What follows belongs to an exercise in optimizing a design on an open flow for small area; a production flow would make more cautious choices.
The RTL was checked by simulation tests, not by an equivalence proof against the original design.
Power is estimated from default activity; no workload was simulated. The clock port is modelled as an ideal driver; clocking choices that lean on that would not hold on a real chip.

== yarrow ==
// blur_3x3_center_weighted
module blur_3x3_center_weighted
#(
  parameter int MAX_WIDTH = b3cw_pkg::MAX_WIDTH_DEF
)(
  input  wire logic                  clk,
  input  wire logic                  rst_n,
  input  wire logic                  in_valid,
  output logic                       in_ready,
  input  wire logic                  in_mode,
  input  wire logic [b3cw_pkg::PIX_W-1:0]      in_pixel_in,
  output logic                       out_valid,
  input  wire logic                  out_ready,
  output logic [b3cw_pkg::PIX_W-1:0]           out_pixel_out,
  output logic                       out_frame_last,
  input  wire logic                  psel,
  input  wire logic                  penable,
  input  wire logic                  pwrite,
  input  wire logic [b3cw_pkg::APB_ADDR_W-1:0] paddr,
  input  wire logic [b3cw_pkg::APB_DATA_W-1:0] pwdata,
  output logic [b3cw_pkg::APB_DATA_W-1:0]      prdata,
  output logic                       pready
);
export LEC_CHECK = 0
export ABC_AREA = 1
export CAP_MARGIN = 0
export CORE_MARGIN = 2
export CORE_UTILIZATION = 70
export CTS_CLUSTER_DIAMETER = 100
export CTS_CLUSTER_SIZE = 32
export PLACE_DENSITY = 0.85
export SLEW_MARGIN = 0
export SYNTH_HIERARCHICAL = 1
create_clock -name core_clock -period 10.0 [get_ports {clk}]
run.sh (not shown) runs the stock make flow with config.mk's settings and CLKGATE_MAP_FILE= SYNTH_SCRIPT=/design/flow/synth_recipe.tcl, a recipe that flattens the netlist after the stock synthesis.
Relative to yarrow, the following input files were edited for violet:
==> flow/flow/run.sh (new file) <==
#!/bin/bash
# Own layout flow: the standard layout (standard.sh, unchanged synthesis,
# floorplan, power grid, placement and routing) with two ORFS knobs set:
#  - clock tree: clusters of up to 32 sinks within 100 um, no dummy loads,
#    clkbuf_8 for the upper tree levels;
#  - port buffers: sky130_fd_sc_hd__buf_1 on every input and output port.
# make's full output goes to flow_make.log here; ORFS keeps each step's log
# under orfs/logs/.
set -euo pipefail
bash standard.sh \
  "CTS_ARGS=-sink_clustering_enable -repair_clock_nets -sink_clustering_size 32 -sink_clustering_max_diameter 100 -dont_use_dummy_load -tree_buf sky130_fd_sc_hd__clkbuf_8" \
  "BUFFER_PORTS_ARGS=-buffer_cell sky130_fd_sc_hd__buf_1" \
  finish > flow_make.log 2>&1
==> flow/standard.sh (new file) <==
#!/bin/bash
# synth_recipe.tcl (not shown) runs the flow's synth.tcl, then flattens the netlist and writes it again
# the make line also repeats each setting of config.mk as NAME=value (left out here)
make -C /OpenROAD-flow-scripts/flow DESIGN_CONFIG=/design/flow/config.mk WORK_HOME=/design/flow/orfs CLKGATE_MAP_FILE= SYNTH_SCRIPT=/design/flow/synth_recipe.tcl "${@:-finish}"
removed: flow/run.sh
Notes after the runs:
- Comparing yarrow and violet, clock power is higher on yarrow.
- violet — filler cell count in the final layout 0.75% higher, yarrow as reference
- Diff yarrow -> violet: via count rose by about 0.47%, fraction of power consumed by the clock network lower, met2 capacity usage during global routing has increased.
- Total non-filler cell area in the finished layout | violet below yarrow
- yarrow has lower worst setup slack after placement than violet.
- From yarrow to violet the numbers moved as follows: placement-stage cell area roughly the same; cell area power density down about 0.6%; final instance count without filler cells barely changed; global-route usage stayed essentially flat.
Edits applied to the flow inputs when going from violet to indigo:
Settings: changing CTS_CLUSTER_SIZE from 32 to 30; changing CAP_MARGIN from 0 to 20; changing SLEW_MARGIN from 0 to 20.
==> flow/run.sh (new file) <==
#!/bin/bash
# synth_recipe.tcl (not shown) runs the flow's synth.tcl, then flattens the netlist and writes it again
# the make line also repeats each setting of config.mk as NAME=value (left out here)
make -C /OpenROAD-flow-scripts/flow DESIGN_CONFIG=/design/flow/config.mk WORK_HOME=/design/flow/orfs CLKGATE_MAP_FILE= SYNTH_SCRIPT=/design/flow/synth_recipe.tcl finish
removed: flow/flow/run.sh
removed: flow/standard.sh
Results
Looking at the reports, indigo completed the entire flow and the layout it produced met the timing, design-rule and antenna checks.
Sequential share of layout area was higher in the run labelled violet.
Setup slack in indigo vs violet: down 0.23 ns
indigo vs. violet: non-clock buffer count went down by 14.
The run with more routed wire is violet, not indigo.
On synthesized cell count, indigo tracks violet almost exactly.
violet has lower final cycle utilization of the critical path than indigo.
In indigo the fraction of area in multi-input gates turned out 0.23 points lower than in violet.
Summary of indigo over violet: via count of the first global-routing pass closely matched the old numbers; number of filler cells placed in the layout dropped about 1.2%.
diff inputs: indigo => harbor
==> flow/flow/run.sh (new file) <==
#!/bin/bash
# Own layout flow: the standard layout (standard.sh, unchanged synthesis,
# floorplan, power grid, placement and routing) with two ORFS knobs set:
#  - clock tree: clusters of up to 32 sinks within 100 um, no dummy loads,
#    clkbuf_8 for the upper tree levels;
#  - port buffers: sky130_fd_sc_hd__buf_1 on every input and output port.
# make's full output goes to flow_make.log here; ORFS keeps each step's log
# under orfs/logs/.
set -euo pipefail
bash standard.sh \
  "CTS_ARGS=-sink_clustering_enable -repair_clock_nets -sink_clustering_size 32 -sink_clustering_max_diameter 100 -dont_use_dummy_load -tree_buf sky130_fd_sc_hd__clkbuf_8" \
  "BUFFER_PORTS_ARGS=-buffer_cell sky130_fd_sc_hd__buf_1" \
  finish > flow_make.log 2>&1
==> flow/standard.sh (new file) <==
#!/bin/bash
# synth_recipe.tcl (not shown) runs the flow's synth.tcl, then flattens the netlist and writes it again
# the make line also repeats each setting of config.mk as NAME=value (left out here)
make -C /OpenROAD-flow-scripts/flow DESIGN_CONFIG=/design/flow/config.mk WORK_HOME=/design/flow/orfs CLKGATE_MAP_FILE= SYNTH_SCRIPT=/design/flow/synth_recipe.tcl "${@:-finish}"
removed: flow/run.sh
--- outcome ---
- Re total standard cell area after synthesis: no difference whatsoever between indigo and harbor.
- Compared with indigo, in harbor minimum hold slack went down; simple-gate share of the synthesized area did not really move; power went down; number of antenna violations at the first check in global routing went up.
- Looking at harbor and indigo, the global-route wire length before repair is a wash.
- Diff indigo -> harbor | fraction of power consumed by combinational cells | increase of 0.2 points
- As of harbor, placed wire-length estimate after detailed placement had risen by a few percent compared to indigo.
- Area overhead of the layout relative to synthesis: lower on harbor
- Taking indigo as the reference point, the clock-buffer cell count of harbor falls by 13.
- On combinational power, indigo tracks harbor almost exactly.

========
blur_3x3_center_weighted, a different RTL version from the one above (not shown whole).
Size: ~15000 cells after synthesis, about 4200 flip-flops, roughly 130000 sq um of cells after synthesis.
clock: 10.0 ns
lec_check: 0
abc_area: 1
cap_margin: 20
core_margin: 2
core_utilization: 70
cts_cluster_diameter: 100
cts_cluster_size: 35
place_density: 0.85
slew_margin: 20
synth_hierarchical: 1
Stock flow here: none of the scripts above is used.
Next try:
Settings changed: CORE_UTILIZATION 70 to 65, CTS_CLUSTER_SIZE 35 to 30, PLACE_DENSITY 0.85 to 0.75.
Outcome:
- The new run went through all stages and came out clean
- design area climbs by about 0.6%
- die area rises by about 8%
- via count stays flat
- synthesized area stays the same
- worst setup slack gets worse by 0.20 ns
- register-to-register slack got worse by 0.20 ns

========
## v38
Another version of the RTL of blur_3x3_center_weighted (not shown whole).
Size: roughly 95 I/O pins, ~130000 um2 of cells after synthesis.
==> flow/config.mk <==
export PLATFORM = sky130hd
export DESIGN_NAME = blur_3x3_center_weighted
export DESIGN_NICKNAME = blur_3x3_center_weighted
export VERILOG_FILES = /design/flow/design.v
export SDC_FILE = /design/flow/constraint.sdc
export NUM_CORES = 4
export LEC_CHECK = 0
export ABC_AREA = 1
export CAP_MARGIN = 0
export CORE_MARGIN = 2
export CORE_UTILIZATION = 78
export CTS_CLUSTER_DIAMETER = 80
export CTS_CLUSTER_SIZE = 34
export PLACE_DENSITY = 0.9
export SLEW_MARGIN = 0
export SYNTH_HIERARCHICAL = 1
==> flow/constraint.sdc <==
create_clock -name core_clock -period 10.0 [get_ports {clk}]
set_input_delay 2.0000 -clock core_clock [delete_from_list [all_inputs] [get_ports {clk}]]
set_output_delay 2.0000 -clock core_clock [all_outputs]
set_load 0.01 [all_outputs]
standard.sh (not shown) runs the stock make flow with config.mk's settings and CLKGATE_MAP_FILE= SYNTH_SCRIPT=/design/flow/synth_recipe.tcl, a recipe that flattens the netlist after the stock synthesis.
==> flow/flow/run.sh <==
#!/bin/bash
# Own layout flow: the standard layout (standard.sh, unchanged synthesis,
# floorplan, power grid, placement and routing) with two ORFS knobs set:
#  - clock tree: clusters of up to 34 sinks within 80 um, no dummy loads,
#    clkbuf_8 for the upper tree levels;
#  - port buffers: sky130_fd_sc_hd__buf_1 on every input and output port.
# make's full output goes to flow_make.log here; ORFS keeps each step's log
# under orfs/logs/.
set -euo pipefail
bash standard.sh \
  "CTS_ARGS=-sink_clustering_enable -repair_clock_nets -sink_clustering_size 34 -sink_clustering_max_diameter 80 -dont_use_dummy_load -tree_buf sky130_fd_sc_hd__clkbuf_8" \
  "BUFFER_PORTS_ARGS=-buffer_cell sky130_fd_sc_hd__buf_1" \
  finish > flow_make.log 2>&1
diff inputs: v38 => v27
Settings: CTS_CLUSTER_DIAMETER now 100, was 80; CTS_CLUSTER_SIZE now 32, was 34.
==> flow/flow/run.sh <==
#!/bin/bash
# Own layout flow: the standard layout (standard.sh, unchanged synthesis,
# floorplan, power grid, placement and routing) with two ORFS knobs set:
#  - clock tree: clusters of up to 32 sinks within 100 um, no dummy loads,
#    clkbuf_4 for the upper tree levels;
#  - port buffers: sky130_fd_sc_hd__buf_1 on every input and output port.
# make's full output goes to flow_make.log here; ORFS keeps each step's log
# under orfs/logs/.
set -euo pipefail
bash standard.sh \
  "CTS_ARGS=-sink_clustering_enable -repair_clock_nets -sink_clustering_size 32 -sink_clustering_max_diameter 100 -dont_use_dummy_load -tree_buf sky130_fd_sc_hd__clkbuf_4" \
  "BUFFER_PORTS_ARGS=-buffer_cell sky130_fd_sc_hd__buf_1" \
  finish > flow_make.log 2>&1
Findings:
Diff v38..v27 | total buffers and inverters traversed by the critical path | unchanged
Changes observed in v27 relative to v38: global-route track usage on met1 comparable, clock skew climbed 57 ps, clock buffer count in the final layout now larger, sum of internal, switching and leakage power has remained practically unchanged.
The initial DRC count number comes out higher for v27 vs v38.
Routed wire in v27 totals less than in v38.
v38 -> v27: fraction of standard cell area that is sequential flat
### v27 -> v2
==> flow/flow/run.sh <==
#!/bin/bash
# Own layout flow: the standard layout (standard.sh, unchanged synthesis,
# floorplan, power grid, placement and routing) with two ORFS knobs set:
#  - clock tree: clusters of up to 32 sinks within 100 um, no dummy loads,
#    clkbuf_8 for the upper tree levels;
#  - port buffers: sky130_fd_sc_hd__buf_1 on every input and output port.
# make's full output goes to flow_make.log here; ORFS keeps each step's log
# under orfs/logs/.
set -euo pipefail
bash standard.sh \
  "CTS_ARGS=-sink_clustering_enable -repair_clock_nets -sink_clustering_size 32 -sink_clustering_max_diameter 100 -dont_use_dummy_load -tree_buf sky130_fd_sc_hd__clkbuf_8" \
  "BUFFER_PORTS_ARGS=-buffer_cell sky130_fd_sc_hd__buf_1" \
  finish > flow_make.log 2>&1
Findings:
- Total wire length of v2 is on par with v27.
- Setup slack on the worst flop-to-flop path: v2 vs v27 down 30 ps
- On via count of the first global-routing pass, v2 and v27 are basically level.
- Maximum frequency went down slightly going from v27 to v2.
- Number of standard cells in the final layout excluding fillers of v2 is on par with v27.
- On routed wire length on met2, v27 tracks v2 almost exactly.
- In v2 the worst hold slack across all endpoints turned out 34 ps higher than in v27.
- v2 against v27: diode insertion count for antenna repair fell by 4, time the final worst path needs with I/O delays and setup increased by 32 ps relative to the old numbers.
[inputs] v45 vs v2
Settings: changing CORE_UTILIZATION from 78 to 70; changing PLACE_DENSITY from 0.9 to 0.85.
Notes after the runs:
Compared with v2, v45 shows global-route usage lower by 3.0 points. v2 has a higher sequential share of layout area than v45. Cell row count (lower): v2. Going from v2 to v45, the logic gate share of total power was found to have gone down by 0.2 points.

re-timing with driven ports:
In the flow no input, the clock included, has a driving cell. The finished layouts below were timed again as built, in two steps.
Step 1 assumes that a clkbuf_16 drives the clock port and a buf_2 every other input.
Step 2 also shifts input and output timing later by t, the mid clock arrival at the registers, as if the neighbouring blocks saw the same clock.
a / b / c = no drivers / after step 1 / after step 2; a / b = the first two.
| run | t (ns) | setup WS [ns] | worst setup path after step 2 | cell pins on the clock port's net |
|---|---|---|---|---|
| yarrow | 0.905 | 1.733 / 1.784 / 0.879 | input to register | 1 |
| violet | 0.910 | 1.988 / 2.056 / 1.146 | input to register | 1 |
| indigo | 0.927 | 1.758 / 1.806 / 0.879 | input to register | 1 |
| harbor | 0.923 | 1.995 / 2.064 / 1.140 | input to register | 1 |
| the first run of note 2 | 0.899 | 3.432 / 3.432 / 3.272 | input to register | 1 |
| the second run of note 2 | 0.897 | 3.228 / 3.228 / 3.187 | input to register | 1 |
| v38 | 0.887 | 1.789 / 1.789 / 1.294 | input to register | 1 |
| v27 | 0.984 | 1.866 / 1.866 / 1.339 | input to register | 1 |
| v2 | 0.887 | 1.834 / 1.834 / 1.324 | input to register | 1 |
| v45 | 0.912 | 1.751 / 1.751 / 1.195 | input to register | 1 |
After both steps every run listed still meets setup and hold. For indigo, which loses most, drivers alone change the setup slack by +0.048 ns; drivers and shift together by -0.879 ns.
